What follows belongs to an exercise in optimizing a design on an open flow for small area, a short achievable clock period and few clock cycles per item; a production flow would make more cautious choices. The RTL was checked by simulation tests, not by an equivalence proof against the original design. No activity file was given, so power comes from the tool's default toggle rates.

## flow/constraint.sdc

```tcl
create_clock -name core_clock -period 10.0 [get_ports {CLOCK_50}]
set_input_delay 2.0000 -clock core_clock [delete_from_list [all_inputs] [get_ports {CLOCK_50}]]
set_output_delay 2.0000 -clock core_clock [all_outputs]
set_load 0.01 [all_outputs]
```

## flow/config.mk

```make
export PLATFORM = sky130hd
export DESIGN_NAME = cpu16_core
export DESIGN_NICKNAME = cpu16_core
export VERILOG_FILES = /design/flow/design.v
export SDC_FILE = /design/flow/constraint.sdc
export NUM_CORES = 4
export LEC_CHECK = 0
export CAP_MARGIN = 20
export CORE_MARGIN = 2
export CORE_UTILIZATION = 40
export CTS_CLUSTER_DIAMETER = 80
export CTS_CLUSTER_SIZE = 25
export SETUP_SLACK_MARGIN = 3.4
export SLEW_MARGIN = 20
```

## flow/design.v

```verilog
module cpu16_core #(
  parameter logic [11:0] RESET_PC = 12'h000
) (
  input  logic        CLOCK_50,
  input  logic        reset,
  input  logic [15:0] inst,
  output logic [11:0] pc,
  output logic        retire,
  output logic        halted,
  input  logic [3:0]  dbg_sel,
  output logic [15:0] dbg_data
);
  logic [15:0] regs [1:15];
  logic [15:1] vld;            
  logic [15:0] hi;
  logic [7:0]  plo;
  logic        running;       
  logic        mul2;          
  logic [11:0] dpc;           
  logic        ev, ewen, ebr, emul1, emul2, ehalt;
  logic [3:0]  eop, erd;
  logic [15:0] ea, eb;
  wire [3:0] op = inst[15:12];
  wire [3:0] aaddr = (op == 4'hB) ? inst[11:8] : inst[7:4];
  wire [3:0] baddr = halted ? dbg_sel : inst[3:0];
  logic [15:0] rfa, rfb, res;
  always_comb begin
    rfa = '0;
    rfb = '0;
    for (int i = 1; i < 16; i++) begin
      if (aaddr == 4'(i) && vld[i]) rfa = regs[i];
      if (baddr == 4'(i) && vld[i]) rfb = regs[i];
    end
  end
  assign dbg_data = rfb;
  wire e_taken = ebr && ea == 16'd0;
  wire d_ok = running && !e_taken;
  wire d_mul1 = op == 4'h9 && !mul2;
  wire [15:0] a_v = (ewen && erd == aaddr) ? res : rfa;
  wire [15:0] b_r = (ewen && erd == inst[3:0]) ? res : rfb;
  logic [15:0] b_v;
  always_comb begin
    case (op)
      4'h6, 4'h7, 4'hB: b_v = {8'd0, inst[7:0]};
      4'h9:             b_v = mul2 ? {b_r[7:0], b_r[15:8]} : b_r;
      4'h8:             b_v = {12'd0, inst[3:0]};
      4'hD:             b_v = {{8{inst[7]}}, inst[7:0]};
      default:          b_v = b_r;
    endcase
  end
  wire d_wen = (op <= 4'hA || op == 4'hD) && inst[11:8] != 4'd0 && !d_mul1;
  always_comb begin
    if (reset)                                 pc = RESET_PC;
    else if (e_taken)                          pc = {4'h0, eb[7:0]};
    else if (!running || op == 4'hF || d_mul1) pc = dpc;
    else if (op == 4'hC)                       pc = inst[11:0];
    else if (op == 4'hB && inst[11:8] == 4'd0) pc = {4'h0, inst[7:0]};
    else                                       pc = dpc + 12'd1;
  end
  wire [7:0]  mb = eb[7:0];    
  wire [15:0] macc = emul2 ? hi : 16'd0;
  wire [23:0] prod = ea * mb + {8'd0, macc};
  wire        sub = eop == 4'h1 || eop == 4'h5;
  wire [15:0] sum = ea + (sub ? ~eb : eb) + {15'd0, sub};
  wire        lt = (ea[15] ^ eb[15]) ? ea[15] : sum[15];
  wire        shr = eop == 4'h7;
  logic [15:0] sh_in, sh, sh_rev;
  always_comb begin
    for (int i = 0; i < 16; i++) sh_in[i] = shr ? ea[15 - i] : ea[i];
    sh = sh_in << eb[3:0];
    for (int i = 0; i < 16; i++) sh_rev[i] = sh[15 - i];
  end
  always_comb begin
    case (eop)
      4'h0, 4'h1, 4'h8: res = sum;
      4'h2:       res = ea & eb;
      4'h3:       res = ea | eb;
      4'h4:       res = ea ^ eb;
      4'h5:       res = {15'd0, lt};
      4'h6:       res = sh;
      4'h7:       res = sh_rev;
      4'h9:       res = {prod[7:0], plo};
      4'hA:       res = hi;
      default:    res = eb;
    endcase
  end
  assign retire = ev;
  always_ff @(posedge CLOCK_50) begin
    if (reset) begin
      running <= 1'b1;
      mul2    <= 1'b0;
      dpc     <= RESET_PC;
      ev      <= 1'b0;
      ewen    <= 1'b0;
      ebr     <= 1'b0;
      emul1   <= 1'b0;
      emul2   <= 1'b0;
      ehalt   <= 1'b0;
      halted  <= 1'b0;
      hi      <= '0;
    end else begin
      dpc   <= pc;
      ev    <= d_ok && !d_mul1;
      ewen  <= d_ok && d_wen;
      ebr   <= d_ok && op == 4'hB && inst[11:8] != 4'd0;
      emul1 <= d_ok && d_mul1;
      emul2 <= d_ok && op == 4'h9 && mul2;
      ehalt <= d_ok && op == 4'hF;
      if (d_ok) mul2 <= d_mul1;
      if (d_ok && op == 4'hF) running <= 1'b0;
      if (emul1 || emul2) hi <= prod[23:8];
      if (ehalt) halted <= 1'b1;
    end
  end
  always_ff @(posedge CLOCK_50) begin
    eop <= op;
    erd <= inst[11:8];
    ea  <= a_v;
    eb  <= b_v;
    if (emul1) plo <= prod[7:0];
  end
  always_ff @(posedge CLOCK_50) begin
    for (int i = 1; i < 16; i++) begin
      if (ewen && erd == 4'(i)) regs[i] <= res;
      if (reset) vld[i] <= 1'b0;
      else if (ewen && erd == 4'(i)) vld[i] <= 1'b1;
    end
  end
endmodule
```

## flow/run.sh

```bash
#!/bin/bash
# synth_recipe.tcl (not shown) runs the flow's synth.tcl, then flattens the netlist and writes it again
# the make line also repeats each setting of config.mk as NAME=value (left out here)
make -C /OpenROAD-flow-scripts/flow DESIGN_CONFIG=/design/flow/config.mk WORK_HOME=/design/flow/orfs CLKGATE_MAP_FILE= SYNTH_SCRIPT=/design/flow/synth_recipe.tcl finish
```

==> summary.txt, run 1 <==
Status - finished clean
Mapped cell area - 22,680 sq um
Num CTS Buffers - 22
Switch Pwr - 0.8516 mW
Worst-Skew Late Latency - 0.58 ns
CP Launch Type - primary input
Reg power frac - 52.9%
Routed wire per std cell - 28.62 um
Switch share - 28.30%
Hold path start - ehalt$_SDFF_PP0_
Pwr Total - 3.009 mW
Part of the Yosys area used for sequential elements - 40.95%
Int Power - 2.158 mW
Initial antenna violation count - 2
Chip height - 242.1 um
Critical path peak fanout - 12
Clock Skew - 0.03659 ns
Starting Density - 40.31%
Commonest non-fill, non-tap cell in the layout - edfxtp_1
Hold WC Path Type - register to register
Pwr dens - 117.9 nW/um^2
Die width - 242.1 um
Vias in the first global route - 19,115
Critical setup path kind - primary input to output pin
Register bit total from synthesis - 340
Worst endpoint required time - 8.00 ns
Initial DRC count - 2,630
Layout area overhead - 12.52%
Slew @ Worst Pin - 0.9697 ns
Syn_nets - 2,468
Buffers on Ports - 51
Clock tree sinks - 340
Share of cells above drive strength 1 - 11.77%
Synth area leader - edfxtp_1
Row count - 87
Final hold vios - 0
Nets@finish - 2,492
Cts hold-fix bufs - 0
DR DRC count - 0
Area post-placement - 24,150 sq um
Max Buffers Root-to-Sink - 3
Min Tclk post-route - 6.604 ns
Largest net degree at the start of global routing - 56
Cell total after placement - 2,982
Gate Count Post-Synth - 2,254
Fin. max-slew vios - 0
Synth top area share - 32.83%
Fillers - 5,408
Vias post-DR - 19,632
Die area - 58,630 sq um
WHS Path Cells - 2
H-tree depth - 1
Max-cap viol count - 0
Synthesized area per cell - 10.06 sq um
Post-route cell area - 25,520 sq um
Max-Slew Margin vs Limit - 35.26%
DP Wirelength - 62,500 um
Crit path DAT - 4.60 ns
Global-route wire length before repair - 127,300 um
Clk pwr share - 34.9%
Commonest non-fill, non-tap cells in the layout - edfxtp_1 (248), nand2_1 (216), nor2_1 (197)
Tcrit/Tclk final - 66.04%
# IOs - 52
EDFF count, synth - 248
DR vias/cell - 6.439
Top cells by area, synth - edfxtp_1 (33%), fa_1 (8.9%), dfxtp_1 (8.1%)
Gr ovfl total - 0
Reg-to-reg slack, setup - 3.90 ns
Setup TNS - 0 ns
Crit path capture type - output pin
Fin cells - 3,049
Leak - 9.644 nW
Final Setup Violations - 0
Synth async-reset ratio - 0%
Critical R2R Capture - hi[10]$_SDFFE_PP0P_
Reg clk slew, reported paths - 0.10 ns
YS warnings - 2
Cell variety after synth - 81
Core ar. - 56,280 sq um
Maximum VDD drop - 188.0 uV
Hold EP - halted$_SDFFE_PP0P_
Overall routed net length - 87,270 um
TritonCTS clock tree - yes
Post-route ant nets - 0
Total Routing Usage GR - 28.96%
GPL Wtd Cong - 0.9660
# diodes - 0
R2r startpoint - eb[2]$_DFF_P_
Register-to-Register Path Depth - 18
Ys flop type - edfxtp_1
Share of total power in combinational logic - 12.2%
Upper clock frequency limit - 0.1514 GHz
Pre-antenna DRT Iters - 7
RSZ-0062 raised after global routing - yes
Root buffer cell - clkbuf_16
## stage by stage
stage / hold WS (ns) / utilization (%) / worst slack, ns
final: 0.4642 / 45.35 / 3.396
after global routing: 0.4911 / 45.35 / 3.379
after CTS: 0.4743 / 45.17 / 3.378
after detailed placement: 0.4255 / 42.90 / 1.603
after global placement: 0.4302 / 42.89 / 1.727
after floorplan: 0.4114 / - / 3.954
## worst max-delay path, stage by stage
cell and delay [ns]:
buf_2 0.22, nor4b_1 0.19, mux2_2 0.36, and2_4 0.26, a2111oi_1 0.64, o211a_1 0.29
o21ai_4 0.12, clkdlybuf4s50_1 0.51
## kinds of logic after synthesis
| group | after synthesis | synth area share (%) |
|---|---|---|
| AND/OR/NAND/NOR | 685 | 14.52 |
| XOR/XNOR | 48 | 1.853 |
| AO/OA/AOI/OAI | 622 | 20.05 |
| multiplexers | 53 | 3.409 |
| adder cells (fa/ha/maj) | 192 | 13.93 |
| buffers and inverters | 314 | 5.284 |
| flip-flops | 340 | 40.95 |
## registers in the layout (all words and copies together), names as in the netlist
name / cells
eb: 16
running: 1
dpc: 12
emul1: 1
ewen: 1
eop: 4
ev: 1
regs: 240
vld: 15
mul2: 1
plo: 8
erd: 4
ea: 16
ehalt: 1
hi: 16
ebr: 1
emul2: 1
halted: 1
## power by group through the flow
stage	clock, mW	combinational [mW]	sequential, mW
global route	1.11	0.393	1.59
CTS	1.06	0.359	1.59
global placement	0	0.348	1.62
floorplan	0	0.224	1.60
finish	1.05	0.367	1.59
detailed placement	0	0.353	1.62
## worst max-delay path by stage
stage / to / slack, ns / from
6_report: dbg_data[3] / 3.40 / inst[2]
2_1_floorplan: dbg_data[8] / 3.95 / inst[3]
4_1_cts: dbg_data[3] / 3.38 / inst[2]
3_5_place_dp: dbg_data[10] / 1.60 / inst[3]
3_3_place_gp: dbg_data[10] / 1.73 / inst[3]
5_1_grt: dbg_data[3] / 3.38 / inst[2]
## per-layer routing
| metal | vias to the layer above | GRT usage (%) | part of all wire [%] |
|---|---|---|---|
| met5 | - | 0 | 0 |
| met4 | 0 | 14.60 | 5.6 |
| met3 | 249 | 4.453 | 8.9 |
| met2 | 1173 | 47.36 | 47 |
| met1 | 9727 | 37.40 | 39 |
| li1 | 8483 | - | - |
## synthesized netlist by cell type (35+ instances only)
| cell type | count |
|---|---|
| and3_1 | 47 |
| inv_1 | 165 |
| a222oi_1 | 37 |
| fa_1 | 101 |
| ha_1 | 91 |
| xnor2_1 | 35 |
| dfxtp_1 | 92 |
| o21ai_0 | 75 |
| nor3_1 | 36 |
| edfxtp_1 | 248 |
| a22oi_1 | 90 |
| a21oi_1 | 91 |
| nor2_1 | 207 |
| nand3_1 | 36 |
| clkbuf_1 | 119 |
| nand2_1 | 216 |
## repair_timing
action / 4_1_cts / 5_1_grt
buffers inserted: 23 / 5
gates resized for setup: 123 / 31
hold endpoints to repair: 0 / 0
setup endpoints to repair: 28 / 22
pin swaps: 10 / 5
## final cells by class
class / instances / area (sq um) / share of cell area (%)
well taps: 756 / 945.9 / 3.706
clock inverters: 14 / 188.9 / 0.7403
inverters: 168 / 630.6 / 2.471
repair buffers: 146 / 1181 / 4.628
clock buffers: 25 / 593.1 / 2.324
multi-input cells: 1600 / 12690 / 49.73
flip-flops and latches: 340 / 9291 / 36.41
Testbench counts, summed over its fixed seeds: cycles 12,426, instrs 10,943.
==> inputs of run 2 (changes only) <==
--- a/flow/config.mk
+++ b/flow/config.mk
@@ -7,8 +7,8 @@
 export LEC_CHECK = 0
 export CAP_MARGIN = 20
 export CORE_MARGIN = 2
-export CORE_UTILIZATION = 40
+export CORE_UTILIZATION = 55
 export CTS_CLUSTER_DIAMETER = 80
 export CTS_CLUSTER_SIZE = 25
-export SETUP_SLACK_MARGIN = 3.4
+export SETUP_SLACK_MARGIN = 3.9
 export SLEW_MARGIN = 20
==> run 2 against run 1 <==
Still clean on timing, DRC and antenna. Clock skew up 0.0025 ns. Sequential power about the same. Setup slack better by 0.39 ns. Fmax up 6.2%. Non-clock buffer count up 89. Routed wire length up 1.3%. Core utilization up 19 points. Critical endpoint is now pc[0]. Largest cell class unchanged. Largest power group unchanged. Highest routed layer unchanged.
==> summary.txt, run 2 <==
Post-route ant nets - 0 (unchanged)
Register-to-Register Path Depth - 17 (was 18)
Crit path DAT - 4.22 ns (was 4.60 ns)
# IOs - 52 (unchanged)
Global-route wire length before repair - 128,200 um (was 127,300 um)
Max incr delay on CP - 0.59 ns (was 0.64 ns)
Core ar. - 40,740 sq um (was 56,280 sq um)
WHS Path Cells - 2 (unchanged)
Total Routing Usage GR - 39.93% (was 28.96%)
Largest register by flop count - regs (unchanged)
Vias post-DR - 20,586 (was 19,632)
Synth Area in Adders - 13.93% (unchanged)
EDFF count, synth - 248 (unchanged)
Vias in the first global route - 19,731 (was 19,115)
Reg clk slew, reported paths - 0.09 ns (was 0.10 ns)
Starting Density - 55.68% (was 40.31%)
Register bit total from synthesis - 340 (unchanged)
Die width - 207.1 um (was 242.1 um)
Root buffer cell - clkbuf_16 (unchanged)
Mapped cell area - 22,680 sq um (unchanged)
Chip height - 207.1 um (was 242.1 um)
Status - finished clean (unchanged)
Part of the Yosys area used for sequential elements - 40.95% (unchanged)
Setup TNS - 0 ns (unchanged)
Hold WC Path Type - register to register (unchanged)
Most common cell in the netlist - edfxtp_1 (unchanged)
Commonest non-fill, non-tap cell in the layout - edfxtp_1 (unchanged)
Leak - 10.27 nW (was 9.644 nW)
Commonest non-fill, non-tap cells in the layout - edfxtp_1 (248), nand2_1 (214), nor2_1 (198) (was edfxtp_1 (248), nand2_1 (216), nor2_1 (197))
Fillers - 3,261 (was 5,408)
GPL Wtd Cong - 0.9778 (was 0.9660)
Nets@finish - 2,582 (was 2,492)
Layout area overhead - 15.53% (was 12.52%)
DR DRC count - 0 (unchanged)
Min Tclk post-route - 6.216 ns (was 6.604 ns)
Initial DRC count - 2,954 (was 2,630)
Syn_nets - 2,468 (unchanged)
CP max-delay cell - clkdlybuf4s50_1 (was a2111oi_1)
Share of cells above drive strength 1 - 16.67% (was 11.77%)
Crit path capture type - output pin (unchanged)
Routed wire per std cell - 30.33 um (was 28.62 um)
RSZ-0062 raised after global routing - yes (unchanged)
Cell variety after synth - 81 (unchanged)
Top cells by area, synth - edfxtp_1 (33%), fa_1 (8.9%), dfxtp_1 (8.1%) (unchanged)
Synthesized area per cell - 10.06 sq um (unchanged)
Final Setup Violations - 0 (unchanged)
Upper clock frequency limit - 0.1609 GHz (was 0.1514 GHz)
Synth area leader - edfxtp_1 (unchanged)
Gate Count Post-Synth - 2,254 (unchanged)
Final hold vios - 0 (unchanged)
Final Worst Setup Slack - 3.784 ns (was 3.396 ns)
Clock tree sinks - 340 (unchanged)
Synth top area share - 32.83% (unchanged)
YS warnings - 2 (unchanged)
Gr ovfl total - 0 (unchanged)
Critical path peak fanout - 13 (was 12)
Fin. max-slew vios - 0 (unchanged)
Num CTS Buffers - 21 (was 22)
Die area - 42,880 sq um (was 58,630 sq um)
Post-synthesis mux area share - 3.409% (unchanged)
Cts hold-fix bufs - 0 (unchanged)
Place WS - 1.763 ns (was 1.603 ns)
Pwr Total - 2.976 mW (was 3.009 mW)
Max Buffers Root-to-Sink - 3 (unchanged)
DP Wirelength - 61,120 um (was 62,500 um)
Synth cell count leaders - edfxtp_1 (248), nand2_1 (216), nor2_1 (207), inv_1 (165), clkbuf_1 (119) (unchanged)
CP Launch Type - primary input (unchanged)
Synth async-reset ratio - 0% (unchanged)
Overall routed net length - 88,420 um (was 87,270 um)
Max reg flops - 240 (unchanged)
Simple-gate share of the synthesized area - 14.52% (unchanged)
DR vias/cell - 7.062 (was 6.439)
Ys flop type - edfxtp_1 (unchanged)
Worst path cell trace - clkdlybuf4s15_2, nor2b_1, nor2b_4, o21ai_4, nor2_1, a211oi_1, a21oi_1, a211oi_2, clkdlybuf4s50_1 (was buf_2, nor4b_1, mux2_2, and2_4, a2111oi_1, o211a_1, o21ai_4, clkdlybuf4s50_1)
Compound-gate portion of the synthesized area - 20.05% (unchanged)
Tcrit/Tclk final - 62.16% (was 66.04%)
Largest family of logic cells by synthesized area - compound AO/OA/AOI/OAI gates (unchanged)
Row count - 74 (was 87)
Post-Synth XOR/XNOR Area - 1.853% (unchanged)
TritonCTS clock tree - yes (unchanged)
Max-Slew Margin vs Limit - 26.13% (was 35.26%)
Buffers on Ports - 51 (unchanged)
Worst-Skew Late Latency - 0.58 ns (about the same)
Maximum VDD drop - 154.9 uV (was 188.0 uV)
Post-route cell area - 26,210 sq um (was 25,520 sq um)
Pre-antenna DRT Iters - 8 (was 7)
Critical setup path kind - primary input to output pin (unchanged)
Largest net degree at the start of global routing - 56 (unchanged)
Clock Skew - 0.03912 ns (was 0.03659 ns)
Slew @ Worst Pin - 1.108 ns (was 0.9697 ns)
H-tree depth - 1 (unchanged)
Initial antenna violation count - 0 (was 2)
Pwr dens - 113.6 nW/um^2 (was 117.9 nW/um^2)
Worst endpoint required time - 8.00 ns (about the same)
Area post-placement - 23,830 sq um (was 24,150 sq um)
Max-cap viol count - 0 (unchanged)
[run 2: cell counts after synthesis]
No cell type changed its count.
[run 2: logic make-up (layout without fill, tap and decap cells)]
family	Yosys count	count (layout)
compound gates	622	624
other cells	0	1
mux	53	53
simple gates	685	685
buf+inv	314	440
fa+ha+maj	192	192
xor+xnor	48	48
flops	340	340
[run 2: per-layer routing]
| layer | vias up | routed length, um | track usage, % |
|---|---|---|---|
| met5 | - | 0 | 0 |
| met4 | 0 | 7209 | 26.85 |
| met1 | 10020 | 31970 | 50.48 |
| li1 | 8658 | - | - |
| met2 | 1523 | 39890 | 62.43 |
| met3 | 385 | 9353 | 7.853 |
[run 2: power breakdown]
| part | internal (mW) | switching, mW |
|---|---|---|
| clock network | 0.464 | 0.531 |
| registers | 1.55 | 0.0415 |
| logic | 0.131 | 0.256 |
[run 2: per-stage QoR]
stage	utilization [%]	std cells	hold slack, ns
3_3_place_gp	58.50	2754	0.4168
6_report	64.33	2915	0.4476
4_1_cts	63.42	2882	0.4519
5_1_grt	64.32	2914	0.4891
2_1_floorplan	-	2254	0.4114
3_5_place_dp	58.50	2754	0.4297
[run 2: worst max-delay path, delay by kind of cell]
kind                   cells  cell delay (ns)
and+or+nand+nor            3             0.36
AOI/OAI and AO/OA          4             0.92
buffers and inverters      2             0.93
[run 2: what timing repair did]
action                     4_1_cts  5_1_grt
resized for setup              234       55
setup endpoints to repair       30       46
gates cloned                     1        2
pin swaps                       48       39
setup buffers                   90       30
[run 2: path summary, 6_finish.rpt]
kind | from | end | slack, ns
worst min register to register | ehalt$_SDFF_PP0_ | halted$_SDFFE_PP0P_ | 0.45
worst max register to register | ea[8]$_DFF_P_ | hi[10]$_SDFFE_PP0P_ | 4.23
worst min-delay path | ehalt$_SDFF_PP0_ | halted$_SDFFE_PP0P_ | 0.45
worst max-delay path | inst[13] | pc[0] | 3.78
[run 2: area by class of cell]
class	instances	area (sq um)	share of cell area, %
multi-input cells	1602	12950	49.43
flip-flops and latches	340	9296	35.47
repair buffers	235	1926	7.348
well taps	532	665.6	2.540
inverters	168	630.6	2.406
clock buffers	24	536.8	2.048
clock inverters	13	193.9	0.7400
diodes	1	2.502	0.009549
==> inputs of run 3 (changes only) <==
--- a/flow/config.mk
+++ b/flow/config.mk
@@ -7,7 +7,7 @@
 export LEC_CHECK = 0
 export CAP_MARGIN = 20
 export CORE_MARGIN = 2
-export CORE_UTILIZATION = 55
+export CORE_UTILIZATION = 40
 export CTS_CLUSTER_DIAMETER = 80
 export CTS_CLUSTER_SIZE = 25
 export SETUP_SLACK_MARGIN = 3.9
==> run 3 against run 2 <==
Still clean on timing, DRC and antenna. Largest power group unchanged. Via count fell by 3.6%. Routed wire length barely moved. Combinational power fell by 3%. Die area rose by 37%. Hold slack improved by 0.016 ns. Synthesized cell count did not move.
==> summary.txt, run 3 <==
Hold WC Path Type - register to register (unchanged)
Leak - 9.971 nW (was 10.27 nW)
CP max-delay cell - a222oi_1 (was clkdlybuf4s50_1)
Top cells by area, synth - edfxtp_1 (33%), fa_1 (8.9%), dfxtp_1 (8.1%) (unchanged)
Layout area overhead - 15.11% (was 15.53%)
Fin cells - 3,090 (was 2,915)
Commonest non-fill, non-tap cell in the layout - edfxtp_1 (unchanged)
Fin. max-slew vios - 0 (unchanged)
Upper clock frequency limit - 0.1640 GHz (was 0.1609 GHz)
Chip height - 242.1 um (was 207.1 um)
Maximum VDD drop - 188.7 uV (was 154.9 uV)
Status - finished clean (unchanged)
Root buffer cell - clkbuf_16 (unchanged)
Max incr delay on CP - 0.41 ns (was 0.59 ns)
Clock tree sinks - 340 (unchanged)
Largest net degree at the start of global routing - 56 (unchanged)
Setup TNS - 0 ns (unchanged)
Max-Slew Margin vs Limit - 40.92% (was 26.13%)
Pre-antenna DRT Iters - 7 (was 8)
DR DRC count - 0 (unchanged)
CP top delay family - simple AND/OR/NAND/NOR gates (was buffers and inverters)
Commonest non-fill, non-tap cells in the layout - edfxtp_1 (248), nand2_1 (215), nor2_1 (196) (was edfxtp_1 (248), nand2_1 (214), nor2_1 (198))
Clock Skew - 0.03358 ns (was 0.03912 ns)
Global-route wire length before repair - 129,100 um (was 128,200 um)
Syn_nets - 2,468 (unchanged)
CP Launch Type - primary input (unchanged)
Gate Count Post-Synth - 2,254 (unchanged)
Register bit total from synthesis - 340 (unchanged)
Final hold vios - 0 (unchanged)
Gr ovfl total - 0 (unchanged)
Ys flop type - edfxtp_1 (unchanged)
H-tree depth - 1 (unchanged)
Reg power frac - 52.8% (was 53.6%)
Cell variety after synth - 81 (unchanged)
Synthesized area per cell - 10.06 sq um (unchanged)
Max-cap viol count - 0 (unchanged)
Critical path peak fanout - 12 (was 13)
Total Routing Usage GR - 29.34% (was 39.93%)
EDFF count, synth - 248 (unchanged)
Initial DRC count - 2,534 (was 2,954)
Final Setup Violations - 0 (unchanged)
Max reg flops - 240 (unchanged)
Buffers on Ports - 51 (unchanged)
Part of the Yosys area used for sequential elements - 40.95% (unchanged)
RSZ-0062 raised after global routing - yes (unchanged)
Pwr dens - 115.5 nW/um^2 (was 113.6 nW/um^2)
DR vias/cell - 6.419 (was 7.062)
Share of cells above drive strength 1 - 15.30% (was 16.67%)
Crit path DAT - 4.10 ns (was 4.22 ns)
Die width - 242.1 um (was 207.1 um)
Initial antenna violation count - 1 (was 0)
Int Power - 2.163 mW (was 2.147 mW)
Crit path buf inv count - 2 (unchanged)
Slew @ Worst Pin - 0.8861 ns (was 1.108 ns)
Synth cell count leaders - edfxtp_1 (248), nand2_1 (216), nor2_1 (207), inv_1 (165), clkbuf_1 (119) (unchanged)
Vias post-DR - 19,835 (was 20,586)
Die area - 58,630 sq um (was 42,880 sq um)
Row count - 87 (was 74)
Largest register by flop count - regs (unchanged)
Synth top area share - 32.83% (unchanged)
Crit path capture type - output pin (unchanged)
Min Tclk post-route - 6.097 ns (was 6.216 ns)
Synth area leader - edfxtp_1 (unchanged)
Vias in the first global route - 19,420 (was 19,731)
Most common cell in the netlist - edfxtp_1 (unchanged)
Post-route ant nets - 0 (unchanged)
Critical setup path kind - primary input to output pin (unchanged)
Worst-Skew Late Latency - 0.58 ns (about the same)
Worst path cell trace - buf_4, nor4b_1, mux2_4, and2_4, a222oi_1, and4_1, o22ai_4, dlygate4sd2_1 (was clkdlybuf4s15_2, nor2b_1, nor2b_4, o21ai_4, nor2_1, a211oi_1, a21oi_1, a211oi_2, clkdlybuf4s50_1)
Overall routed net length - 88,510 um (was 88,420 um)
Switch share - 28.29% (was 27.84%)
DP Wirelength - 62,500 um (was 61,120 um)
Starting Density - 40.31% (was 55.68%)
Max Buffers Root-to-Sink - 3 (unchanged)
Cell total after placement - 2,982 (was 2,754)
# diodes - 0 (was 1)
# IOs - 52 (unchanged)
Synth async-reset ratio - 0% (unchanged)
Tcrit/Tclk final - 60.97% (was 62.16%)
Share of total power in combinational logic - 12.5% (was 13.0%)
Mapped cell area - 22,680 sq um (unchanged)
Worst endpoint required time - 8.00 ns (about the same)
Reg clk slew, reported paths - 0.10 ns (was 0.09 ns)
Switch Pwr - 0.8535 mW (was 0.8286 mW)
Routed wire per std cell - 28.64 um (was 30.33 um)
GPL Wtd Cong - 0.9660 (was 0.9778)
Num CTS Buffers - 22 (was 21)
Nets@finish - 2,533 (was 2,582)
TritonCTS clock tree - yes (unchanged)
YS warnings - 2 (unchanged)
Core ar. - 56,280 sq um (was 40,740 sq um)
Clk pwr share - 34.7% (was 33.4%)
[run 3: area by class of cell]
cell class / count / area, sq um
multi-input combinational: 1602 / 12950
sequential: 340 / 9294
timing repair buffer: 185 / 1510
clock buffer: 25 / 593.1
fill: 5343 / 30170
tap: 756 / 945.9
inverter: 168 / 630.6
clock inverter: 14 / 188.9
[run 3: kinds of logic (layout without fill, tap and decap cells)]
| logic type | after synthesis | in the layout | synth area share [%] |
|---|---|---|---|
| flops | 340 | 340 | 40.95 |
| xor+xnor | 48 | 48 | 1.853 |
| compound gates | 622 | 624 | 20.05 |
| simple gates | 685 | 685 | 14.52 |
| buf+inv | 314 | 392 | 5.284 |
| fa+ha+maj | 192 | 192 | 13.93 |
| mux | 53 | 53 | 3.409 |
[run 3: power by group through the flow]
stage               clock network [mW]  registers (mW)  logic, mW
floorplan                            0            1.60      0.224
global placement                     0            1.62      0.348
detailed placement                   0            1.62      0.353
CTS                               1.06            1.59      0.365
global route                      1.11            1.60      0.403
finish                            1.05            1.59      0.377
[run 3: worst min-delay path, cell delays in order, from the launching register on]
cell and delay [ns]:
dfxtp_1 0.32, nor2_1 0.08, nor2_1 0.05
[run 3: worst paths after layout]
path / start / to / slack, ns / cells past startpoint
max: inst[2] / dbg_data[12] / 3.90 / 8
min: ehalt$_SDFF_PP0_ / halted$_SDFFE_PP0P_ / 0.46 / 2
max reg2reg: ea[2]$_DFF_P_ / hi[10]$_SDFFE_PP0P_ / 4.06 / 18
min reg2reg: ehalt$_SDFF_PP0_ / halted$_SDFFE_PP0P_ / 0.46 / 2
[run 3: timing repair]
action | 4_1_cts | 5_1_grt
hold buffers | 0 | 0
resized for setup | 241 | 52
gates cloned | 2 | 0
buffers inserted | 49 | 18
endpoints found under the setup margin | 46 | 60
pin swaps | 38 | 33
[run 3: metrics by stage]
| stage | util [%] | area [sq um] | power, mW | hold slack, ns | worst slack (ns) |
|---|---|---|---|---|---|
| global route | 46.40 | 26110 | 3.108 | 0.4909 | 3.711 |
| finish | 46.40 | 26110 | 3.017 | 0.4641 | 3.903 |
| CTS | 45.91 | 25840 | 3.013 | 0.4743 | 3.846 |
| floorplan | - | 22680 | 1.822 | 0.4114 | 3.954 |
| detailed placement | 42.90 | 24150 | 1.975 | 0.4255 | 1.603 |
| global placement | 42.89 | 24140 | 1.970 | 0.4302 | 1.727 |
[run 3: routing by layer]
layer / vias to the layer above / share of wire [%] / GRT usage [%] / wire length [um]
li1: 8560 / - / - / -
met1: 9813 / 38 / 37.45 / 33970
met2: 1195 / 47 / 48.07 / 41380
met3: 267 / 8.9 / 4.509 / 7910
met4: 0 / 5.9 / 15.74 / 5251
met5: - / 0 / 0 / 0
==> inputs of run 4 (changes only) <==
==> flow/flow/run.sh (new file) <==
#!/bin/bash
# Standard layout, plus power recovery (downsizing of cells off the critical paths)
# after global routing.
set -euo pipefail
RECOVER_POWER=100 bash standard.sh > standard.log 2>&1
==> flow/standard.sh (new file) <==
#!/bin/bash
# synth_recipe.tcl (not shown) runs the flow's synth.tcl, then flattens the netlist and writes it again
# the make line also repeats each setting of config.mk as NAME=value (left out here)
make -C /OpenROAD-flow-scripts/flow DESIGN_CONFIG=/design/flow/config.mk WORK_HOME=/design/flow/orfs CLKGATE_MAP_FILE= SYNTH_SCRIPT=/design/flow/synth_recipe.tcl "${@:-finish}"
removed: flow/run.sh
==> run 4 against run 3 <==
The layout now fails its checks (max-capacitance violations, max-slew violations). Design area shrank 1.1%. Sequential share of layout area grew 0.37 points. Flip-flop and latch count is the same. Routed wire length grew 0.14%. Setup slack lost 2.1 ns. Largest power group unchanged. Highest routed layer unchanged.
==> summary.txt, run 4 <==
Status - failed layout checks (was finished clean)
Violated checks - max-capacitance violations, max-slew violations
Share of cells above drive strength 1 - 12.77% (was 15.30%)
Synth cell count leaders - edfxtp_1 (248), nand2_1 (216), nor2_1 (207), inv_1 (165), clkbuf_1 (119) (unchanged)
# IOs - 52 (unchanged)
Chip height - 242.1 um (unchanged)
Reg-to-reg slack, setup - 3.04 ns (was 4.06 ns)
Crit path buf inv count - 3 (was 2)
Gate Count Post-Synth - 2,254 (unchanged)
Final hold vios - 0 (unchanged)
Place WS - 1.603 ns (unchanged)
Gr ovfl total - 0 (unchanged)
Final Setup Violations - 0 (unchanged)
Core ar. - 56,280 sq um (unchanged)
Hold WC Path Type - register to register (unchanged)
Max incr delay on CP - 0.94 ns (was 0.41 ns)
Buffers on Ports - 51 (unchanged)
TritonCTS clock tree - yes (unchanged)
Mapped cell area - 22,680 sq um (unchanged)
Register-to-Register Path Depth - 18 (unchanged)
Crit path DAT - 6.19 ns (was 4.10 ns)
GPL Wtd Cong - 0.9660 (unchanged)
Synth area leader - edfxtp_1 (unchanged)
R2r startpoint - eb[0]$_DFF_P_ (was ea[2]$_DFF_P_)
Commonest non-fill, non-tap cells in the layout - edfxtp_1 (248), nand2_1 (215), nor2_1 (201) (was edfxtp_1 (248), nand2_1 (215), nor2_1 (196))
Cell variety after synth - 81 (unchanged)
Ys flop type - edfxtp_1 (unchanged)
Commonest non-fill, non-tap cell in the layout - edfxtp_1 (unchanged)
Part of the Yosys area used for sequential elements - 40.95% (unchanged)
# diodes - 0 (unchanged)
DR DRC count - 0 (unchanged)
Synth async-reset ratio - 0% (unchanged)
Initial DRC count - 2,481 (was 2,534)
Root buffer cell - clkbuf_16 (unchanged)
Largest net degree at the start of global routing - 56 (unchanged)
Die area - 58,630 sq um (unchanged)
YS warnings - 2 (unchanged)
Critical setup path kind - primary input to output pin (unchanged)
RSZ-0062 raised after global routing - yes (unchanged)
Top cells by area, synth - edfxtp_1 (33%), fa_1 (8.9%), dfxtp_1 (8.1%) (unchanged)
Worst endpoint required time - 8.00 ns (about the same)
Crit path launch - inst[0] (was inst[2])
Fin cells - 3,090 (unchanged)
Die width - 242.1 um (unchanged)
Clock Skew - 0.03678 ns (was 0.03358 ns)
CP top delay family - buffers and inverters (was simple AND/OR/NAND/NOR gates)
Register bit total from synthesis - 340 (unchanged)
Routed wire per std cell - 28.68 um (was 28.64 um)
Nets@finish - 2,533 (unchanged)
Max Buffers Root-to-Sink - 3 (unchanged)
Most common cell in the netlist - edfxtp_1 (unchanged)
Row count - 87 (unchanged)
Hold EP - halted$_SDFFE_PP0P_ (unchanged)
Critical R2R Capture - hi[10]$_SDFFE_PP0P_ (unchanged)
Maximum VDD drop - 189.1 uV (was 188.7 uV)
Pwr dens - 116.5 nW/um^2 (was 115.5 nW/um^2)
Synthesized area per cell - 10.06 sq um (unchanged)
DP Wirelength - 62,500 um (unchanged)
Starting Density - 40.31% (unchanged)
Global-route wire length before repair - 129,100 um (unchanged)
Fin. max-slew vios - 142 (was 0)
Layout area overhead - 13.88% (was 15.11%)
Initial antenna violation count - 1 (unchanged)
Hold path start - ehalt$_SDFF_PP0_ (unchanged)
Num CTS Buffers - 22 (unchanged)
Vias in the first global route - 19,420 (unchanged)
Upper clock frequency limit - 0.1221 GHz (was 0.1640 GHz)
CP max-delay cell - nor3b_1 (was a222oi_1)
CP Launch Type - primary input (unchanged)
Post-route ant nets - 0 (unchanged)
Total Routing Usage GR - 29.34% (unchanged)
Max-Slew Margin vs Limit - -68.97% (was 40.92%)
Overall routed net length - 88,640 um (was 88,510 um)
DR vias/cell - 6.446 (was 6.419)
Slew @ Worst Pin - 2.535 ns (was 0.8861 ns)
Cell total after placement - 2,982 (unchanged)
Setup TNS - 0 ns (unchanged)
Crit path capture type - output pin (unchanged)
Final Worst Setup Slack - 1.813 ns (was 3.903 ns)
H-tree depth - 1 (unchanged)
Tcrit/Tclk final - 81.87% (was 60.97%)
WHS Path Cells - 2 (unchanged)
Synth top area share - 32.83% (unchanged)
Reg clk slew, reported paths - 0.10 ns (about the same)
Critical path peak fanout - 12 (unchanged)
Min Tclk post-route - 8.187 ns (was 6.097 ns)
Leak - 9.791 nW (was 9.971 nW)
Syn_nets - 2,468 (unchanged)
Vias post-DR - 19,919 (was 19,835)
Worst path cell trace - clkbuf_1, nor3b_1, o221a_2, clkbuf_1, a2111oi_4, o211a_1, o21ai_0, clkbuf_2 (was buf_4, nor4b_1, mux2_4, and2_4, a222oi_1, and4_1, o22ai_4, dlygate4sd2_1)
Pre-antenna DRT Iters - 6 (was 7)
Largest register by flop count - regs (unchanged)
Worst-Skew Late Latency - 0.58 ns (about the same)
Hold_ws - 0.4731 ns (was 0.4641 ns)
EDFF count, synth - 248 (unchanged)
Cell mode on critical path - clkbuf_1
Max-cap viol count - 5 (was 0)
Max reg flops - 240 (unchanged)
Clock tree sinks - 340 (unchanged)
run 4: cell counts after synthesis:
No cell type changed its count.
run 4: metal layers:
layer | share of wire [%] | track usage (%)
met5 | 0 | 0
met4 | 6.1 | 15.74
met3 | 9.0 | 4.509
met2 | 47 | 48.07
met1 | 38 | 37.45
run 4: how the worst max path moves through the flow:
| stage | end | slack (ns) | cells after the start |
|---|---|---|---|
| 5_1_grt | dbg_data[3] | 1.90 | 8 |
| 6_report | dbg_data[3] | 1.81 | 8 |
| 2_1_floorplan | dbg_data[8] | 3.95 | 9 |
| 3_5_place_dp | dbg_data[10] | 1.60 | 7 |
| 4_1_cts | dbg_data[3] | 3.85 | 9 |
| 3_3_place_gp | dbg_data[10] | 1.73 | 7 |
run 4: kinds of logic after synthesis:
group | after synthesis | share of synthesized area (%)
AND/OR/NAND/NOR | 685 | 14.52
AO/OA/AOI/OAI | 622 | 20.05
flip-flops | 340 | 40.95
buffers and inverters | 314 | 5.284
adder cells (fa/ha/maj) | 192 | 13.93
multiplexers | 53 | 3.409
XOR/XNOR | 48 | 1.853
run 4: stage by stage:
stage          power (mW)  utilization [%]  instance area, sq um
3_5_place_dp        1.975            42.90                 24150
6_report            3.010            45.90                 25830
2_1_floorplan       1.822                -                 22680
5_1_grt             3.101            45.90                 25830
4_1_cts             3.013            45.91                 25840
3_3_place_gp        1.970            42.89                 24140
run 4: final cells by class:
class,instances,area (sq um)
Clock buffer,25,593.1
Clock inverter,14,188.9
Fill cell,5393,30450
Inverter,168,630.6
Multi-Input combinational cell,1602,12820
Sequential cell,340,9291
Tap cell,756,945.9
Timing Repair Buffer,185,1365
run 4: timing repair:
item / 4_1_cts / 5_1_grt
cloned: 2 / 0
endpoints found under the setup margin: 46 / 60
pin swaps: 38 / 33
resized for setup: 241 / 52
setup buffers: 49 / 18
hold buffers: 0 / 0
run 4: tightest hold or removal path: cells and delay by family (launching register included):
family | cells | cell delay, ns
simple gates | 2 | 0.12
flops | 1 | 0.32
run 4: report_power, final:
group | internal (mW) | switching (mW)
combinational | 0.119 | 0.250
sequential | 1.55 | 0.0398
clock | 0.486 | 0.562
==> inputs of run 5 (changes only) <==
==> flow/flow/run.sh (replaced) <==
#!/bin/bash
# The standard layout (standard.sh, unchanged steps and settings), except that the port
# buffers are buf_2 cells instead of the delay buffers buffer_ports picks by default.
set -euo pipefail
export BUFFER_PORTS_ARGS="-buffer_cell sky130_fd_sc_hd__buf_2"
bash standard.sh > standard.log 2>&1
==> run 5 against run 4 <==
Register-to-register slack better by 1.1 ns. Combinational power hardly changed. Routed wire length decreased by 5.1%. Design area decreased by 0.60%. The run now finishes clean. Core utilization is 0.28 points lower. Area after synthesis unchanged.
==> summary.txt, run 5 <==
Status - finished clean (was failed layout checks)
Critical setup path kind - primary input to output pin (unchanged)
Cell total after placement - 2,978 (was 2,982)
Worst endpoint required time - 8.00 ns (about the same)
Hold_ws - 0.4599 ns (was 0.4731 ns)
Global-route wire length before repair - 124,900 um (was 129,100 um)
Fillers - 5,348 (was 5,393)
Ys flop type - edfxtp_1 (unchanged)
Syn_nets - 2,468 (unchanged)
Synthesized area per cell - 10.06 sq um (unchanged)
Nets@finish - 2,515 (was 2,533)
GPL Wtd Cong - 0.9934 (was 0.9660)
Max incr delay on CP - 0.46 ns (was 0.94 ns)
Cts hold-fix bufs - 0 (unchanged)
Vias in the first global route - 19,230 (was 19,420)
R2r startpoint - eb[6]$_DFF_P_ (was eb[0]$_DFF_P_)
Hold path start - ehalt$_SDFF_PP0_ (unchanged)
Min Tclk post-route - 6.132 ns (was 8.187 ns)
Layout area overhead - 13.20% (was 13.88%)
Post-route cell area - 25,680 sq um (was 25,830 sq um)
H-tree depth - 1 (unchanged)
Synth cell count leaders - edfxtp_1 (248), nand2_1 (216), nor2_1 (207), inv_1 (165), clkbuf_1 (119) (unchanged)
Final hold vios - 0 (unchanged)
Routed wire per std cell - 27.37 um (was 28.68 um)
Upper clock frequency limit - 0.1631 GHz (was 0.1221 GHz)
Gr ovfl total - 0 (unchanged)
Worst path cell trace - buf_8, and3_1, or2_2, nand3b_1, o22ai_1, a211oi_4, buf_2 (was clkbuf_1, nor3b_1, o221a_2, clkbuf_1, a2111oi_4, o211a_1, o21ai_0, clkbuf_2)
Post-route ant nets - 0 (unchanged)
Pre-antenna DRT Iters - 7 (was 6)
Pwr Total - 3.015 mW (was 3.010 mW)
Area occupied by multi-input gates - 12,710 sq um (was 12,820 sq um)
Synth async-reset ratio - 0% (unchanged)
Final Setup Violations - 0 (unchanged)
RSZ-0062 raised after global routing - yes (unchanged)
Largest net degree at the start of global routing - 56 (unchanged)
TritonCTS clock tree - yes (unchanged)
Reg clk slew, reported paths - 0.09 ns (was 0.10 ns)
Num CTS Buffers - 24 (was 22)
Clock Skew - 0.03446 ns (was 0.03678 ns)
CP max-delay cell - nand3b_1 (was nor3b_1)
Crit path DAT - 4.13 ns (was 6.19 ns)
Fin cells - 3,072 (was 3,090)
DP Wirelength - 60,790 um (was 62,500 um)
Share of cells above drive strength 1 - 14.85% (was 12.77%)
Pwr dens - 117.4 nW/um^2 (was 116.5 nW/um^2)
Cell variety after synth - 81 (unchanged)
Setup TNS - 0 ns (unchanged)
Register bit total from synthesis - 340 (unchanged)
Slew @ Worst Pin - 0.9491 ns (was 2.535 ns)
Hold WC Path Type - register to register (unchanged)
Part of the Yosys area used for sequential elements - 40.95% (unchanged)
Worst-Skew Late Latency - 0.59 ns (was 0.58 ns)
Crit path capture type - output pin (unchanged)
Max Buffers Root-to-Sink - 3 (unchanged)
Clock tree sinks - 340 (unchanged)
Overall routed net length - 84,080 um (was 88,640 um)
Die width - 242.1 um (unchanged)
Mapped cell area - 22,680 sq um (unchanged)
# IOs - 52 (unchanged)
Final Worst Setup Slack - 3.868 ns (was 1.813 ns)
# diodes - 0 (unchanged)
Leak - 9.877 nW (was 9.791 nW)
DR vias/cell - 6.410 (was 6.446)
Chip height - 242.1 um (unchanged)
Critical path peak fanout - 8 (was 12)
Crit path launch - dbg_sel[3] (was inst[0])
Tcrit/Tclk final - 61.32% (was 81.87%)
Synth top area share - 32.83% (unchanged)
Starting Density - 40.31% (unchanged)
Max-Slew Margin vs Limit - 36.61% (was -68.97%)
Vias post-DR - 19,692 (was 19,919)
Initial antenna violation count - 0 (was 1)
YS warnings - 2 (unchanged)
Largest register by flop count - regs (unchanged)
Row count - 87 (unchanged)
Maximum VDD drop - 140.9 uV (was 189.1 uV)
Total Routing Usage GR - 28.02% (was 29.34%)
Synth area leader - edfxtp_1 (unchanged)
FF/Latch Area - 9296 sq um (was 9291 sq um)
EDFF count, synth - 248 (unchanged)
Top cells by area, synth - edfxtp_1 (33%), fa_1 (8.9%), dfxtp_1 (8.1%) (unchanged)
DR DRC count - 0 (unchanged)
Initial DRC count - 2,318 (was 2,481)
Core ar. - 56,280 sq um (unchanged)
Most common cell in the netlist - edfxtp_1 (unchanged)
Fin. max-slew vios - 0 (was 142)
Place WS - 2.809 ns (was 1.603 ns)
Root buffer cell - clkbuf_16 (unchanged)
Area post-placement - 23,880 sq um (was 24,150 sq um)
Final Core Density - 45.63% (was 45.90%)
Buffers on Ports - 51 (unchanged)
Commonest non-fill, non-tap cells in the layout - edfxtp_1 (248), nand2_1 (215), nor2_1 (197) (was edfxtp_1 (248), nand2_1 (215), nor2_1 (201))
Max-cap viol count - 0 (was 5)
CP Launch Type - primary input (unchanged)
Max reg flops - 240 (unchanged)
Die area - 58,630 sq um (unchanged)
Commonest non-fill, non-tap cell in the layout - edfxtp_1 (unchanged)
Gate Count Post-Synth - 2,254 (unchanged)
-- run 5: cell types whose count changed in the layout (fill, tap and decap cells not counted), sizes merged, moves of 2 or more --
cell	change
buf	+47
clkbuf	-39
clkdlybuf4s15	-2
clkdlybuf4s25	-2
clkdlybuf4s50	-5
clkinv	+4
dlygate4sd2	-12
dlygate4sd3	-4
inv	-3
-- run 5: cells by family after synthesis --
| family | count (synthesis) | share of synthesized area (%) |
|---|---|---|
| AO/OA/AOI/OAI | 622 | 20.05 |
| XOR/XNOR | 48 | 1.853 |
| adder cells (fa/ha/maj) | 192 | 13.93 |
| buffers and inverters | 314 | 5.284 |
| flip-flops | 340 | 40.95 |
| multiplexers | 53 | 3.409 |
| AND/OR/NAND/NOR | 685 | 14.52 |
-- run 5: layer usage --
metal | track usage, % | up-vias | part of all wire, % | wire length [um]
met3 | 4.110 | 237 | 9.0 | 7532
met4 | 12.73 | 0 | 5.0 | 4226
met2 | 47.03 | 1195 | 47 | 39900
met5 | 0 | - | 0 | 0
met1 | 35.85 | 9753 | 39 | 32420
li1 | - | 8507 | - | -
-- run 5: worst max-delay path, delay by kind of cell --
kind	cells	cell delay [ns]
AOI/OAI and AO/OA	2	0.64
buffers and inverters	2	0.32
and+or+nand+nor	3	1.17
-- run 5: what timing repair did --
action / CTS / global route
setup endpoints to repair: 27 / 40
resized for setup: 79 / 49
setup buffers: 32 / 21
pin swaps: 17 / 19
-- run 5: path summary, 6_finish.rpt --
kind                                       endpoint  slack, ns  cells after the start
worst max-delay path                   dbg_data[10]       3.87                      7
worst min register to register  halted$_SDFFE_PP0P_       0.46                      2
worst min-delay path            halted$_SDFFE_PP0P_       0.46                      2
worst max register to register  hi[10]$_SDFFE_PP0P_       4.14                     17
-- run 5: power by group --
part	switching, mW	internal [mW]	leakage [nW]	total [mW]
sequential	0.0353	1.55	3.02	1.59
combinational	0.249	0.117	6.45	0.366
clock	0.567	0.494	0.403	1.06
-- run 5: area by class of cell --
cell class	count	share of cell area, %
clock buffers	26	2.490
clock inverters	15	0.7504
inverters	168	2.456
multi-input cells	1600	49.52
flip-flops and latches	340	36.21
well taps	756	3.684
repair buffers	167	4.897
==> inputs of run 6 (changes only) <==
--- a/flow/design.v
+++ b/flow/design.v
@@ -17,13 +17,14 @@
   logic        running;       
   logic        mul2;          
   logic [11:0] dpc;           
-  logic        ev, ewen, ebr, emul1, emul2, ehalt;
+  logic        ev, ewen, ebr, emul1, emul2, ehalt, eadd;
   logic [3:0]  eop, erd;
   logic [15:0] ea, eb;
   wire [3:0] op = inst[15:12];
   wire [3:0] aaddr = (op == 4'hB) ? inst[11:8] : inst[7:4];
   wire [3:0] baddr = halted ? dbg_sel : inst[3:0];
-  logic [15:0] rfa, rfb, res;
+  logic [15:0] rfa, rfb, res, sum;
+  logic        sub, lt;
   always_comb begin
     rfa = '0;
     rfb = '0;
@@ -34,6 +35,11 @@
   end
   assign dbg_data = rfb;
   wire e_taken = ebr && ea == 16'd0;
+  wire [3:0] rc = inst[11:8];
+  wire d_bz = op == 4'hB && rc != 4'd0;
+  wire d_bz_fold = eadd && erd == rc;
+  wire add_zero = ((ea ^ eb) ^ {ea[14:0] | eb[14:0], 1'b0}) == 16'd0;
+  wire d_bz_taken = d_bz && d_bz_fold && add_zero;
   wire d_ok = running && !e_taken;
   wire d_mul1 = op == 4'h9 && !mul2;
   wire [15:0] a_v = (ewen && erd == aaddr) ? res : rfa;
@@ -54,15 +60,15 @@
     else if (e_taken)                          pc = {4'h0, eb[7:0]};
     else if (!running || op == 4'hF || d_mul1) pc = dpc;
     else if (op == 4'hC)                       pc = inst[11:0];
-    else if (op == 4'hB && inst[11:8] == 4'd0) pc = {4'h0, inst[7:0]};
+    else if (op == 4'hB && (rc == 4'd0 || d_bz_taken)) pc = {4'h0, inst[7:0]};
     else                                       pc = dpc + 12'd1;
   end
   wire [7:0]  mb = eb[7:0];    
   wire [15:0] macc = emul2 ? hi : 16'd0;
   wire [23:0] prod = ea * mb + {8'd0, macc};
-  wire        sub = eop == 4'h1 || eop == 4'h5;
-  wire [15:0] sum = ea + (sub ? ~eb : eb) + {15'd0, sub};
-  wire        lt = (ea[15] ^ eb[15]) ? ea[15] : sum[15];
+  assign sub = eop == 4'h1 || eop == 4'h5;
+  assign sum = ea + (sub ? ~eb : eb) + {15'd0, sub};
+  assign lt = (ea[15] ^ eb[15]) ? ea[15] : sum[15];
   wire        shr = eop == 4'h7;
   logic [15:0] sh_in, sh, sh_rev;
   always_comb begin
@@ -93,6 +99,7 @@
       ev      <= 1'b0;
       ewen    <= 1'b0;
       ebr     <= 1'b0;
+      eadd    <= 1'b0;
       emul1   <= 1'b0;
       emul2   <= 1'b0;
       ehalt   <= 1'b0;
@@ -102,7 +109,8 @@
       dpc   <= pc;
       ev    <= d_ok && !d_mul1;
       ewen  <= d_ok && d_wen;
-      ebr   <= d_ok && op == 4'hB && inst[11:8] != 4'd0;
+      ebr   <= d_ok && d_bz && !d_bz_fold;
+      eadd  <= d_ok && d_wen && (op == 4'h0 || op == 4'h8);
       emul1 <= d_ok && d_mul1;
       emul2 <= d_ok && op == 4'h9 && mul2;
       ehalt <= d_ok && op == 4'hF;
==> run 6 against run 5 <==
Still clean. Register-to-register slack improved by 0.15 ns. Flip-flop and latch count increased by 1. First-iteration DRC count increased by 7.2%. Setup slack improved by 0.010 ns. Clock-buffer cell count increased by 4. Sequential share of layout area decreased by 0.73 points. Clock power decreased by 5%. Core utilization increased by 1.0 points. Non-clock buffer count increased by 50. Critical endpoint is now dbg_data[3]. Highest routed layer is now met5.
==> summary.txt, run 6 <==
Critical path peak fanout - 7 (was 8)
Register bit total from synthesis - 341 (was 340)
Reg power frac - 53.0% (was 52.7%)
Synth cell count leaders - edfxtp_1 (248), nand2_1 (240), nor2_1 (234), inv_1 (178), clkbuf_1 (108) (was edfxtp_1 (248), nand2_1 (216), nor2_1 (207), inv_1 (165), clkbuf_1 (119))
Share of total power in combinational logic - 13.2% (was 12.1%)
Synth area leader - edfxtp_1 (unchanged)
Clock Skew - 0.05039 ns (was 0.03446 ns)
Ys flop type - edfxtp_1 (unchanged)
Core ar. - 56,390 sq um (was 56,280 sq um)
Gr ovfl total - 0 (unchanged)
Synthesized area per cell - 9.949 sq um (was 10.06 sq um)
Share of cells above drive strength 1 - 16.13% (was 14.85%)
Clk pwr share - 33.8% (was 35.2%)
CP max-delay cell - or3b_4 (was nand3b_1)
TritonCTS clock tree - yes (unchanged)
Largest net degree at the start of global routing - 52 (was 56)
Vias post-DR - 20,253 (was 19,692)
Max-Slew Margin vs Limit - 18.10% (was 36.61%)
Initial DRC count - 2,485 (was 2,318)
Routed wire per std cell - 28.31 um (was 27.37 um)
Pwr Total - 2.980 mW (was 3.015 mW)
EDFF count, synth - 248 (unchanged)
FF/Latch Area - 9326 sq um (was 9296 sq um)
Initial antenna violation count - 2 (was 0)
Area occupied by multi-input gates - 12,780 sq um (was 12,710 sq um)
Place WS - 2.880 ns (was 2.809 ns)
Status - finished clean (unchanged)
Max Buffers Root-to-Sink - 3 (unchanged)
GPL Wtd Cong - 1.000 (was 0.9934)
Min Tclk post-route - 6.122 ns (was 6.132 ns)
Crit path capture type - output pin (unchanged)
Die area - 58,980 sq um (was 58,630 sq um)
Final Core Density - 46.63% (was 45.63%)
Fillers - 5,338 (was 5,348)
DP Wirelength - 62,030 um (was 60,790 um)
Max incr delay on CP - 0.47 ns (was 0.46 ns)
Synth top area share - 32.63% (was 32.83%)
Synth async-reset ratio - 0% (unchanged)
Upper clock frequency limit - 0.1633 GHz (was 0.1631 GHz)
DR vias/cell - 6.407 (was 6.410)
Total Routing Usage GR - 29.24% (was 28.02%)
Row count - 87 (unchanged)
Worst endpoint required time - 8.00 ns (about the same)
Final hold vios - 0 (unchanged)
Area post-placement - 24,210 sq um (was 23,880 sq um)
Tcrit/Tclk final - 61.22% (was 61.32%)
Pre-antenna DRT Iters - 8 (was 7)
Final Setup Violations - 0 (unchanged)
Die width - 242.9 um (was 242.1 um)
Max-cap viol count - 0 (unchanged)
H-tree depth - 1 (unchanged)
Layout area overhead - 15.20% (was 13.20%)
RSZ-0062 raised after global routing - yes (unchanged)
Hold WC Path Type - register to register (unchanged)
Cell total after placement - 3,040 (was 2,978)
Syn_nets - 2,508 (was 2,468)
Num CTS Buffers - 22 (was 24)
DR DRC count - 0 (unchanged)
Most common cell in the netlist - edfxtp_1 (unchanged)
Part of the Yosys area used for sequential elements - 40.79% (was 40.95%)
Top cells by area, synth - edfxtp_1 (33%), fa_1 (8.9%), dfxtp_1 (8.2%) (was edfxtp_1 (33%), fa_1 (8.9%), dfxtp_1 (8.1%))
Mapped cell area - 22,820 sq um (was 22,680 sq um)
YS warnings - 2 (unchanged)
Reg clk slew, reported paths - 0.08 ns (was 0.09 ns)
Post-route ant nets - 0 (unchanged)
Overall routed net length - 89,480 um (was 84,080 um)
Int Power - 2.154 mW (was 2.164 mW)
Vias in the first global route - 19,734 (was 19,230)
# diodes - 0 (unchanged)
Maximum VDD drop - 176.5 uV (was 140.9 uV)
Critical setup path kind - primary input to output pin (unchanged)
Max reg flops - 240 (unchanged)
Cts hold-fix bufs - 0 (unchanged)
Fin cells - 3,161 (was 3,072)
Commonest non-fill, non-tap cell in the layout - edfxtp_1 (unchanged)
Starting Density - 40.47% (was 40.31%)
Largest register by flop count - regs (unchanged)
Leak - 9.861 nW (was 9.877 nW)
Pwr dens - 113.3 nW/um^2 (was 117.4 nW/um^2)
Chip height - 242.9 um (was 242.1 um)
Commonest non-fill, non-tap cells in the layout - edfxtp_1 (248), nand2_1 (237), nor2_1 (221) (was edfxtp_1 (248), nand2_1 (215), nor2_1 (197))
Gate Count Post-Synth - 2,294 (was 2,254)
Post-route cell area - 26,290 sq um (was 25,680 sq um)
# IOs - 52 (unchanged)
CP Launch Type - primary input (unchanged)
Slew @ Worst Pin - 1.225 ns (was 0.9491 ns)
Worst-Skew Late Latency - 0.61 ns (was 0.59 ns)
Hold_ws - 0.4451 ns (was 0.4599 ns)
Final Worst Setup Slack - 3.878 ns (was 3.868 ns)
Cell variety after synth - 82 (was 81)
Switch Pwr - 0.8260 mW (was 0.8513 mW)
Nets@finish - 2,603 (was 2,515)
Crit path DAT - 4.12 ns (was 4.13 ns)
Fin. max-slew vios - 0 (unchanged)
Setup TNS - 0 ns (unchanged)
Root buffer cell - clkbuf_16 (unchanged)
Switch share - 27.72% (was 28.23%)
Clock tree sinks - 341 (was 340)
Global-route wire length before repair - 129,400 um (was 124,900 um)
Buffers on Ports - 51 (unchanged)
Worst path cell trace - buf_12, or3b_4, a21boi_4, nor2b_4, buf_8, a222oi_1, a21oi_1, nor2_4, nor3_4, buf_2 (was buf_8, and3_1, or2_2, nand3b_1, o22ai_1, a211oi_4, buf_2)
## run 6: cell types whose count changed in the layout (fill, tap and decap cells not counted), sizes merged, moves of 16 or more
cell    change
buf        +49
o22ai      +17
and3       -30
o21ai      -33
a221oi     +23
nor2       +27
xor2       +18
nand3      +16
a22oi      -20
nand2      +24
## run 6: what timing repair did
item                                    CTS  global route
cloned                                    2             1
buffers inserted                         50            28
pin swaps                                12            34
gates resized for setup                  81            68
endpoints found under the setup margin   28            24
## run 6: layout make-up
cell class | count | area share [%]
multi-input cells | 1627 | 48.60
flip-flops and latches | 341 | 35.47
repair buffers | 217 | 6.725
well taps | 756 | 3.598
inverters | 180 | 2.684
clock buffers | 30 | 2.408
clock inverters | 10 | 0.5140
## run 6: power groups by stage
| stage | clock [mW] | combinational (mW) | sequential [mW] |
|---|---|---|---|
| 6_report | 1.01 | 0.393 | 1.58 |
| 2_1_floorplan | 0 | 0.219 | 1.60 |
| 3_3_place_gp | 0 | 0.346 | 1.61 |
| 5_1_grt | 1.07 | 0.415 | 1.58 |
| 4_1_cts | 1.03 | 0.369 | 1.58 |
| 3_5_place_dp | 0 | 0.350 | 1.61 |
## run 6: path summary, 6_finish.rpt
kind	start	end	slack [ns]	cells past startpoint
max reg2reg	eb[2]$_DFF_P_	hi[11]$_SDFFE_PP0P_	4.29	20
min reg2reg	ehalt$_SDFF_PP0_	halted$_SDFFE_PP0P_	0.45	2
min	ehalt$_SDFF_PP0_	halted$_SDFFE_PP0P_	0.45	2
max	inst[1]	dbg_data[3]	3.88	10
## run 6: worst max-delay path, delay by kind of cell
family	cells	cell delay [ns]
AOI/OAI and AO/OA	3	0.55
and+or+nand+nor	4	1.10
buffers and inverters	3	0.46
## run 6: layer usage
metal  GRT usage [%]  up-vias  part of all wire (%)
met4           16.20        4                   6.3
met5               0        -                 0.030
met1           36.37     9990                    38
met2           48.65     1234                    47
li1                -     8714                     -
met3           4.600      311                   8.2
## run 6: logic make-up (layout without fill, tap and decap cells)
group                      Yosys count  count (layout)  synth area share (%)
and+or+nand+nor                    707             708                 14.16
AOI/OAI and AO/OA                  592             592                 19.16
DFF                                341             341                 40.79
buffers and inverters              327             437                 5.614
adders and majority gates          192             192                 13.85
xor gates and xnor gates            73              73                 2.802
muxes                               62              62                 3.629
Testbench counts of run 6, summed over its fixed seeds: cycles 12,139, instrs 10,943.
==> inputs of run 7 (changes only) <==
--- a/flow/config.mk
+++ b/flow/config.mk
@@ -12,3 +12,4 @@
 export CTS_CLUSTER_SIZE = 25
 export SETUP_SLACK_MARGIN = 3.9
 export SLEW_MARGIN = 20
+export TNS_END_PERCENT = 0
==> run 7 against run 6 <==
Still clean on timing, DRC and antenna. Die area did not move. Non-clock buffer count is 26 lower. Critical path depth unchanged. Global-route usage is 0.15 points lower. Area after synthesis unchanged. Largest cell class unchanged. Largest power group unchanged.
==> summary.txt, run 7 <==
# diodes - 0 (unchanged)
Fin. max-slew vios - 0 (unchanged)
Mapped cell area - 22,820 sq um (unchanged)
Most common cell in the netlist - edfxtp_1 (unchanged)
RSZ-0062 raised after global routing - yes (unchanged)
Worst-Skew Late Latency - 0.61 ns (about the same)
Maximum VDD drop - 176.4 uV (was 176.5 uV)
Status - finished clean (unchanged)
Global-route wire length before repair - 128,900 um (was 129,400 um)
Largest net degree at the start of global routing - 52 (unchanged)
Chip height - 242.9 um (unchanged)
Max-Slew Margin vs Limit - 19.54% (was 18.10%)
Synth top area share - 32.63% (unchanged)
Crit path capture type - output pin (unchanged)
Commonest non-fill, non-tap cell in the layout - edfxtp_1 (unchanged)
Die area - 58,980 sq um (unchanged)
Pwr Total - 2.966 mW (was 2.980 mW)
Final hold vios - 0 (unchanged)
CP Launch Type - primary input (unchanged)
Setup TNS - 0 ns (unchanged)
Leak - 9.647 nW (was 9.861 nW)
Tcrit/Tclk final - 61.88% (was 61.22%)
Fillers - 5,369 (was 5,338)
Reg power frac - 53.2% (was 53.0%)
Core ar. - 56,390 sq um (unchanged)
Cell variety after synth - 82 (unchanged)
# IOs - 52 (unchanged)
Hold_ws - 0.4458 ns (was 0.4451 ns)
Final Setup Violations - 0 (unchanged)
Min Tclk post-route - 6.188 ns (was 6.122 ns)
Max Buffers Root-to-Sink - 3 (unchanged)
Starting Density - 40.47% (unchanged)
Syn_nets - 2,508 (unchanged)
Total Routing Usage GR - 29.09% (was 29.24%)
Buffers on Ports - 51 (unchanged)
Synth cell count leaders - edfxtp_1 (248), nand2_1 (240), nor2_1 (234), inv_1 (178), clkbuf_1 (108) (unchanged)
Upper clock frequency limit - 0.1616 GHz (was 0.1633 GHz)
Num CTS Buffers - 22 (unchanged)
Commonest non-fill, non-tap cells in the layout - edfxtp_1 (248), nand2_1 (238), nor2_1 (224) (was edfxtp_1 (248), nand2_1 (237), nor2_1 (221))
EDFF count, synth - 248 (unchanged)
Pwr dens - 114.8 nW/um^2 (was 113.3 nW/um^2)
Largest register by flop count - regs (unchanged)
Switch Pwr - 0.8218 mW (was 0.8260 mW)
Initial antenna violation count - 2 (unchanged)
Final Worst Setup Slack - 3.812 ns (was 3.878 ns)
Worst path cell trace - buf_4, or3b_4, a21boi_4, nor2b_4, buf_6, a222oi_1, a21oi_1, nor2_1, nor3_4, buf_2 (was buf_12, or3b_4, a21boi_4, nor2b_4, buf_8, a222oi_1, a21oi_1, nor2_4, nor3_4, buf_2)
Clk pwr share - 34.0% (was 33.8%)
DR vias/cell - 6.403 (was 6.407)
Critical path peak fanout - 8 (was 7)
Routed wire per std cell - 28.24 um (was 28.31 um)
Critical setup path kind - primary input to output pin (unchanged)
Row count - 87 (unchanged)
Clock tree sinks - 341 (unchanged)
Vias in the first global route - 19,690 (was 19,734)
Reg clk slew, reported paths - 0.08 ns (about the same)
Vias post-DR - 20,073 (was 20,253)
H-tree depth - 1 (unchanged)
Worst endpoint required time - 8.00 ns (about the same)
Post-route ant nets - 0 (unchanged)
Hold WC Path Type - register to register (unchanged)
DP Wirelength - 62,030 um (unchanged)
Place WS - 2.880 ns (unchanged)
Final Core Density - 45.83% (was 46.63%)
TritonCTS clock tree - yes (unchanged)
Initial DRC count - 2,373 (was 2,485)
YS warnings - 2 (unchanged)
Nets@finish - 2,577 (was 2,603)
Die width - 242.9 um (unchanged)
CP max-delay cell - or3b_4 (unchanged)
Crit path DAT - 4.19 ns (was 4.12 ns)
Share of cells above drive strength 1 - 14.59% (was 16.13%)
Gr ovfl total - 0 (unchanged)
GPL Wtd Cong - 1.000 (unchanged)
Ys flop type - edfxtp_1 (unchanged)
Switch share - 27.71% (was 27.72%)
Clock Skew - 0.05149 ns (was 0.05039 ns)
Synth area leader - edfxtp_1 (unchanged)
Max reg flops - 240 (unchanged)
Part of the Yosys area used for sequential elements - 40.79% (unchanged)
Synthesized area per cell - 9.949 sq um (unchanged)
DR DRC count - 0 (unchanged)
Pre-antenna DRT Iters - 9 (was 8)
Max-cap viol count - 0 (unchanged)
Max incr delay on CP - 0.48 ns (was 0.47 ns)
Root buffer cell - clkbuf_16 (unchanged)
Top cells by area, synth - edfxtp_1 (33%), fa_1 (8.9%), dfxtp_1 (8.2%) (unchanged)
Register bit total from synthesis - 341 (unchanged)
Slew @ Worst Pin - 1.203 ns (was 1.225 ns)
Gate Count Post-Synth - 2,294 (unchanged)
Synth async-reset ratio - 0% (unchanged)
Layout area overhead - 13.23% (was 15.20%)
Share of total power in combinational logic - 12.8% (was 13.2%)
Cts hold-fix bufs - 0 (unchanged)
Overall routed net length - 88,530 um (was 89,480 um)
Int Power - 2.144 mW (was 2.154 mW)
run 7: changes by cell type in the layout (fill, tap and decap cells not counted), moves of 2 or more:
| cell | change |
|---|---|
| buf_4 | -10 |
| buf_6 | -10 |
| buf_12 | -5 |
| a221oi_1 | +3 |
| nor2_1 | +3 |
| a221oi_2 | -2 |
| buf_8 | -2 |
| dfxtp_1 | +2 |
| dfxtp_4 | -2 |
| nor2_4 | -2 |
run 7: worst paths after layout:
check                         from             endpoint  slack (ns)  depth (start not counted)
setup / recovery           inst[1]          dbg_data[3]        3.81                         10
hold / removal    ehalt$_SDFF_PP0_  halted$_SDFFE_PP0P_        0.45                          2
setup reg to reg     eb[2]$_DFF_P_  hi[11]$_SDFFE_PP0P_        4.33                         20
hold reg to reg   ehalt$_SDFF_PP0_  halted$_SDFFE_PP0P_        0.45                          2
run 7: cells by family (layout without fill, tap and decap cells):
family / after synthesis / count (layout) / synth area share [%]
adder cells (fa/ha/maj): 192 / 192 / 13.85
AO/OA/AOI/OAI: 592 / 592 / 19.16
flip-flops: 341 / 341 / 40.79
buffers and inverters: 327 / 411 / 5.614
XOR/XNOR: 73 / 73 / 2.802
multiplexers: 62 / 62 / 3.629
AND/OR/NAND/NOR: 707 / 708 / 14.16
run 7: final cells by class:
cell class,count,area (sq um),share of cell area (%)
clock buffers,30,633.1,2.450
clock inverters,10,135.1,0.5229
inverters,180,699.4,2.706
multi-input cells,1627,12680,49.07
flip-flops and latches,341,9319,36.06
well taps,756,945.9,3.660
repair buffers,191,1430,5.534
run 7: what timing repair did:
item | in CTS | in global routing
endpoints found under the setup margin | 28 | 28
buffers inserted | 42 | 12
pin swaps | 11 | 14
gates resized for setup | 61 | 36
gates cloned | 1 | 0
run 7: metal layers:
| layer | up-vias | global-route usage [%] | wire (um) |
|---|---|---|---|
| met5 | - | 0 | 27 |
| met4 | 4 | 15.81 | 5863 |
| met3 | 330 | 4.567 | 7957 |
| met2 | 1312 | 48.43 | 41280 |
| met1 | 9790 | 36.29 | 33410 |
| li1 | 8637 | - | - |
run 7: worst max-delay path, delay by kind of cell:
| family | cells | cell delay, ns |
|---|---|---|
| compound gates | 3 | 0.48 |
| simple gates | 4 | 1.14 |
| buf+inv | 3 | 0.56 |
run 7: power groups by stage:
| stage | sequential [mW] | clock (mW) | combinational (mW) |
|---|---|---|---|
| final | 1.58 | 1.01 | 0.380 |
| after global routing | 1.58 | 1.07 | 0.401 |
| after CTS | 1.58 | 1.03 | 0.363 |
| after detailed placement | 1.61 | 0 | 0.350 |
| after global placement | 1.61 | 0 | 0.346 |
| after floorplan | 1.60 | 0 | 0.219 |
run 7: through the flow:
step	cell area [sq um]	std cells
2_1_floorplan	22820	2294
3_3_place_gp	24210	3040
3_5_place_dp	24210	3040
4_1_cts	25590	3123
5_1_grt	25840	3135
6_report	25840	3135

## separate check: timing with driven ports
How much do the figures lean on ideal ports? The routed layouts below were timed once more, with nothing changed but the port constraints.
Step 1, drivers: a clkbuf_16 drives CLOCK_50 and a buf_2 each remaining input, both assumed.
Step 2 times the ports against the registers' clock, not the clock port: input delays grow and output delays shrink by t, the midpoint of the rising clock arrivals with the driver on.
Three values: ideal, step 1, step 2; two values: the first two.
| run | shift t [ns] | setup WS [ns] |
|---|---|---|
| run 1 | 0.623 | 3.396 / 3.374 / 3.374 |
| run 2 | 0.621 | 3.784 / 3.736 / 3.348 |
| run 3 | 0.625 | 3.903 / 3.877 / 3.609 |
| run 4 | 0.623 | 1.813 / 1.783 / 1.783 |
| run 5 | 0.639 | 3.868 / 3.827 / 3.786 |
| run 6 | 0.637 | 3.878 / 3.828 / 3.828 |
| run 7 | 0.635 | 3.812 / 3.789 / 3.789 |
